Background: an optimization exercise with open tools, aiming at small area and a short achievable clock period. Do not read the settings as production practice.
At most, simulation tests tie the RTL to the original design; equivalence was not proved.
Power and IR drop assume default switching activity.

## fpu_top
module fpu_top (
	input  logic                        clk,
	input  logic                        arst_n,
	input  logic [fpu_pkg::FLOAT_W-1:0] opa,
	input  logic [fpu_pkg::FLOAT_W-1:0] opb,
	input  logic [1:0]                  fpu_op,    
	input  logic [1:0]                  rmode,     
	output logic [fpu_pkg::FLOAT_W-1:0] out,
	output logic                        inf,
	output logic                        snan,
	output logic                        qnan,
	output logic                        ine,
	output logic                        overflow,
	output logic                        underflow,
	output logic                        zero
);
Size: ~3700 cells after synthesis, roughly 390 flip-flops, roughly 110 I/O pins.
clock: 8.5 ns
lec_check: 0
abc_area: 1
cap_margin: 20
core_margin: 2
core_utilization: 40
setup_slack_margin: 5
slew_margin: 20
standard.sh (not shown) runs the stock make flow with config.mk's settings and CLKGATE_MAP_FILE= SYNTH_SCRIPT=/design/flow/synth_recipe.tcl, a recipe that flattens the netlist after the stock synthesis.
==> flow/flow/run.sh <==
#!/bin/bash
# The standard layout with config.mk's settings, but plain buffers (not the
# delay cells buffer_ports picks by default) on the input and output ports.
set -euo pipefail
bash standard.sh "BUFFER_PORTS_ARGS=-buffer_cell sky130_fd_sc_hd__buf_1" finish > standard.log 2>&1
The first run finished with timing, DRC and antenna clean.
Edit:
==> flow/flow/run.sh (replaced) <==
#!/bin/bash
set -euo pipefail
bash standard.sh SETUP_SLACK_MARGIN=5.5 finish > standard.log 2>&1
- SETUP_SLACK_MARGIN: 5 -> default
Effect:
- fmax goes down slightly
- final area climbs by about a fifth
- setup slack loses 17 ps
- clock skew shrinks by 8.0 ps
- cell count climbs by a few percent
- hold slack hardly moves
- global-route usage grows by 2.5 points
- combinational power went up by a quarter to a third
- routed wire length came out higher by roughly a tenth
- total power went up by about a fifth
Edit:
==> flow/run.sh (new file) <==
#!/bin/bash
# synth_recipe.tcl (not shown) runs the flow's synth.tcl, then flattens the netlist and writes it again
# the make line also repeats each setting of config.mk as NAME=value (left out here)
make -C /OpenROAD-flow-scripts/flow DESIGN_CONFIG=/design/flow/config.mk WORK_HOME=/design/flow/orfs CLKGATE_MAP_FILE= SYNTH_SCRIPT=/design/flow/synth_recipe.tcl finish
- SETUP_SLACK_MARGIN: default -> 5
removed: flow/flow/run.sh
removed: flow/standard.sh
Result:
- synthesized cell count does not change
- first-iteration DRC count grows by about 4.4%
- fmax came out higher by 1.3%
- die area is unchanged
- clock power fell by about 2%
- setup slack gains 45 ps
- combinational power falls by about 26%
- total power fell by about 18%
Edit:
- CORE_UTILIZATION: 40 -> 60
- PLACE_DENSITY: default -> 0.75
Outcome: The new run went through all stages and came out clean; final cell count drops by 5.4%; worst setup slack got worse by 110 ps; area after synthesis stays the same; routed wire length climbs by 3.0%; critical path depth drops by 4; global-route usage climbs by 12 points.
Edit:
- CORE_UTILIZATION: 60 -> 40
- PLACE_DENSITY: 0.75 -> default
- TNS_END_PERCENT: default -> 5
The changed run finished with timing, DRC and antenna clean.
Total power is lower by about 4.6%.
Cell count is higher by 5.1%.
Fmax is lower by about 0.4%.
Wire length is lower by 4.3%.

---

Setup of build 23:
Another version of the RTL of fpu_top (not shown whole).
Size in the first run: ~3,300 cells after synthesis, about 430 flip-flops.
clock: 8.5 ns
lec_check: 0
cap_margin: 20
core_margin: 2
core_utilization: 40
setup_slack_margin: 5
slew_margin: 20
run.sh (not shown) runs the stock make flow with config.mk's settings and CLKGATE_MAP_FILE= SYNTH_SCRIPT=/design/flow/synth_recipe.tcl, a recipe that flattens the netlist after the stock synthesis.
Stock flow here: none of the scripts above is used.
--- input diff build 23..build 30 ---
Settings: an added ABC_AREA of 1.
Notes after the runs:
Summary — ratio of final minimum period to clock period, build 30 relative to build 23: higher, by 2.1 points.
[build 30] fill cell total of the finished layout fell 198 relative to build 23
In build 30, the share of total power in the clock network came out 0.4 points below the value in build 23.
Critical path launch point = s0_p[28]$_DFF_P_: build 23; critical path launch point = s0_p[10]$_DFF_P_: build 30
In the flow results for build 30 and build 23, the number of buffers other than clock buffers in the final layout is larger on build 30.
In build 30 the buffer count from post-CTS setup fixing turned out 40 higher than in build 23.
Setup slack: build 30 vs build 23 down 180 ps
As far as total power is concerned, build 23 and build 30 perform about the same.
Maximum fanout count along the critical path (higher): build 23
Compared with build 23, in build 30 clock network power consumption dropped about 3%; height of the chip down 3.2 um; sequential power share shows a reduction of 0.4 points.
Changes in build 38 relative to build 30:
Settings: ABC_AREA no longer set, was 1; SETUP_SLACK_MARGIN no longer set, was 5.
==> flow/flow/run.sh (new file) <==
#!/bin/bash
set -euo pipefail
bash standard.sh SETUP_SLACK_MARGIN=5.7 finish > standard.log 2>&1
==> flow/standard.sh (new file) <==
#!/bin/bash
# synth_recipe.tcl (not shown) runs the flow's synth.tcl, then flattens the netlist and writes it again
# the make line also repeats each setting of config.mk as NAME=value (left out here)
make -C /OpenROAD-flow-scripts/flow DESIGN_CONFIG=/design/flow/config.mk WORK_HOME=/design/flow/orfs CLKGATE_MAP_FILE= SYNTH_SCRIPT=/design/flow/synth_recipe.tcl "${@:-finish}"
removed: flow/run.sh
- Row number of nets in the finished design: build 38 lower / build 30 higher
- When the final numbers for build 30 and build 38 were put side by side, the number of multi-input combinational cells turned out to be smaller in build 38.
- Min internal power contribution across build 30 and build 38: build 30
- Length of routed met2 wiring in build 38 is about 16% higher than in build 30
- Of build 30 and build 38, the lower actual slew at the worst max-slew pin belongs to build 38.
No run of this note included a check of the RTL's function; only the layout flow was run.

---

== the previous run ==
Another version of the RTL of fpu_top (not shown whole).
Size in the first run: roughly 350 flip-flops, roughly 110 I/O pins, about 31000 um^2 of cells after synthesis.
export LEC_CHECK = 0
export CAP_MARGIN = 20
export CORE_MARGIN = 2
export CORE_UTILIZATION = 40
export SETUP_SLACK_MARGIN = 5
export SLEW_MARGIN = 20
create_clock -name core_clock -period 8.5 [get_ports {clk}]
Stock flow here: none of the scripts above is used.
#### Input delta (the current run over the previous run)
- SETUP_SLACK_MARGIN no longer set, was 5
## What came out
The current run vs the previous run: internal power down by a little under 10%
Multi-input gate share of total cell area ends up higher on the current run.
Period utilization, the previous run and the current run: smaller value in the previous run
The current run — clock slew seen by the registers of the worst setup and hold paths 0.02 ns lower, the previous run as reference
Taking the previous run as the reference, in the current run maximum number of pins on one net before global-route repair shows an increase of 11, post-detailed-route via-to-cell ratio shows a reduction of 0.091, first-pass detailed-route iteration total shows an increase of 2, clock network fraction of design power shows an increase of 1.5 points, design area shows a reduction of 13%.
Wire length of the first global-routing pass on the current run is ahead of the previous run.
Function was not checked in any run of this note: the RTL went through the layout flow alone.

---

Another version of the RTL of fpu_top (not shown whole).
For scale: ~3,800 cells after synthesis, ~360 flip-flops, ~110 I/O pins, about 30,000 um2 of cells after synthesis.
clock: 8.5 ns
lec_check: 0
abc_area: 1
cap_margin: 20
core_margin: 2
core_utilization: 40
setup_slack_margin: 5
slew_margin: 20
The baseline produced a clean layout.
Rerun with:
--- a/flow/config.mk
+++ b/flow/config.mk
@@ -8 +7,0 @@
-export ABC_AREA = 1
Effect: First-iteration DRC count went up by 5.7%; routed wire length grows by 11%; area after synthesis climbs by 2.8%; via count is higher by 1.9%; worst setup slack gets better by 190 ps; clock skew increases by 10 ps; critical path depth is higher by 5; power goes up by 6.1%.
Rerun with:
--- a/flow/config.mk
+++ b/flow/config.mk
@@ -11 +10,0 @@
-export SETUP_SLACK_MARGIN = 5
The new run completed without violations.
Via count falls by 9.9%.
Hold slack stays flat.
Power falls by 14%.
Global-route usage falls by 3.5 points.
Sequential share of layout area rises by 3.0 points.
Count of clock-buffer cells in the layout rises by 10.
Core utilization falls by 8.5 points.
Maximum frequency falls by 18%.
Setup slack degrades by 900 ps.
Clock skew falls by 3.0 ps.
Function was not checked in any run of this note: the RTL went through the layout flow alone.

re-timing with driven ports:
In the flow no input, the clock included, has a driving cell. The finished layouts below were timed again as built, in two steps. Step 1 sets driving cells, clkbuf_16 on the clock port and buf_2 on the other inputs (assumed; they add their load-dependent delay and slew). Step 2 adds t to the input delays and takes it off the output delays; t is the mean of the earliest and latest rising clock arrival at the registers after step 1. Input paths then give back, and output paths get back, about the clock's delay inside the block. Slacks: no drivers / after step 1 / after step 2; pairs: no drivers / after step 1.
| run | t, ns | setup slack, ns | pins driven straight from the clock port |
|---|---|---|---|
| the first run of note 1 | 0.641 | 5.003 / 5.003 / 4.491 | 1 |
| the second run of note 1 | 0.655 | 4.986 / 4.986 / 4.587 | 1 |
| the third run of note 1 | 0.648 | 5.032 / 5.032 / 4.495 | 1 |
| the fourth run of note 1 | 0.669 | 4.920 / 4.920 / 4.493 | 1 |
| the fifth run of note 1 | 0.659 | 4.906 / 4.906 / 4.316 | 1 |
| build 23 | 0.678 | 4.746 / 4.746 / 4.403 | 1 |
| build 30 | 0.668 | 4.571 / 4.571 / 4.456 | 1 |
| build 38 | 0.674 | 4.802 / 4.802 / 4.395 | 1 |
| the previous run | 0.667 | 3.178 / 3.178 / 3.178 | 1 |
| the current run | 0.661 | 1.839 / 1.839 / 1.839 | 1 |
| the first run of note 4 | 0.653 | 4.311 / 4.311 / 4.311 | 1 |
| the second run of note 4 | 0.655 | 4.498 / 4.498 / 4.213 | 1 |
| the third run of note 4 | 0.651 | 3.599 / 3.642 / 2.991 | 1 |
After both steps every run listed still meets setup and hold. The setup slack of the third run of note 4, which loses most, moves by +0.043 ns with the drivers and by -0.608 ns with both steps.
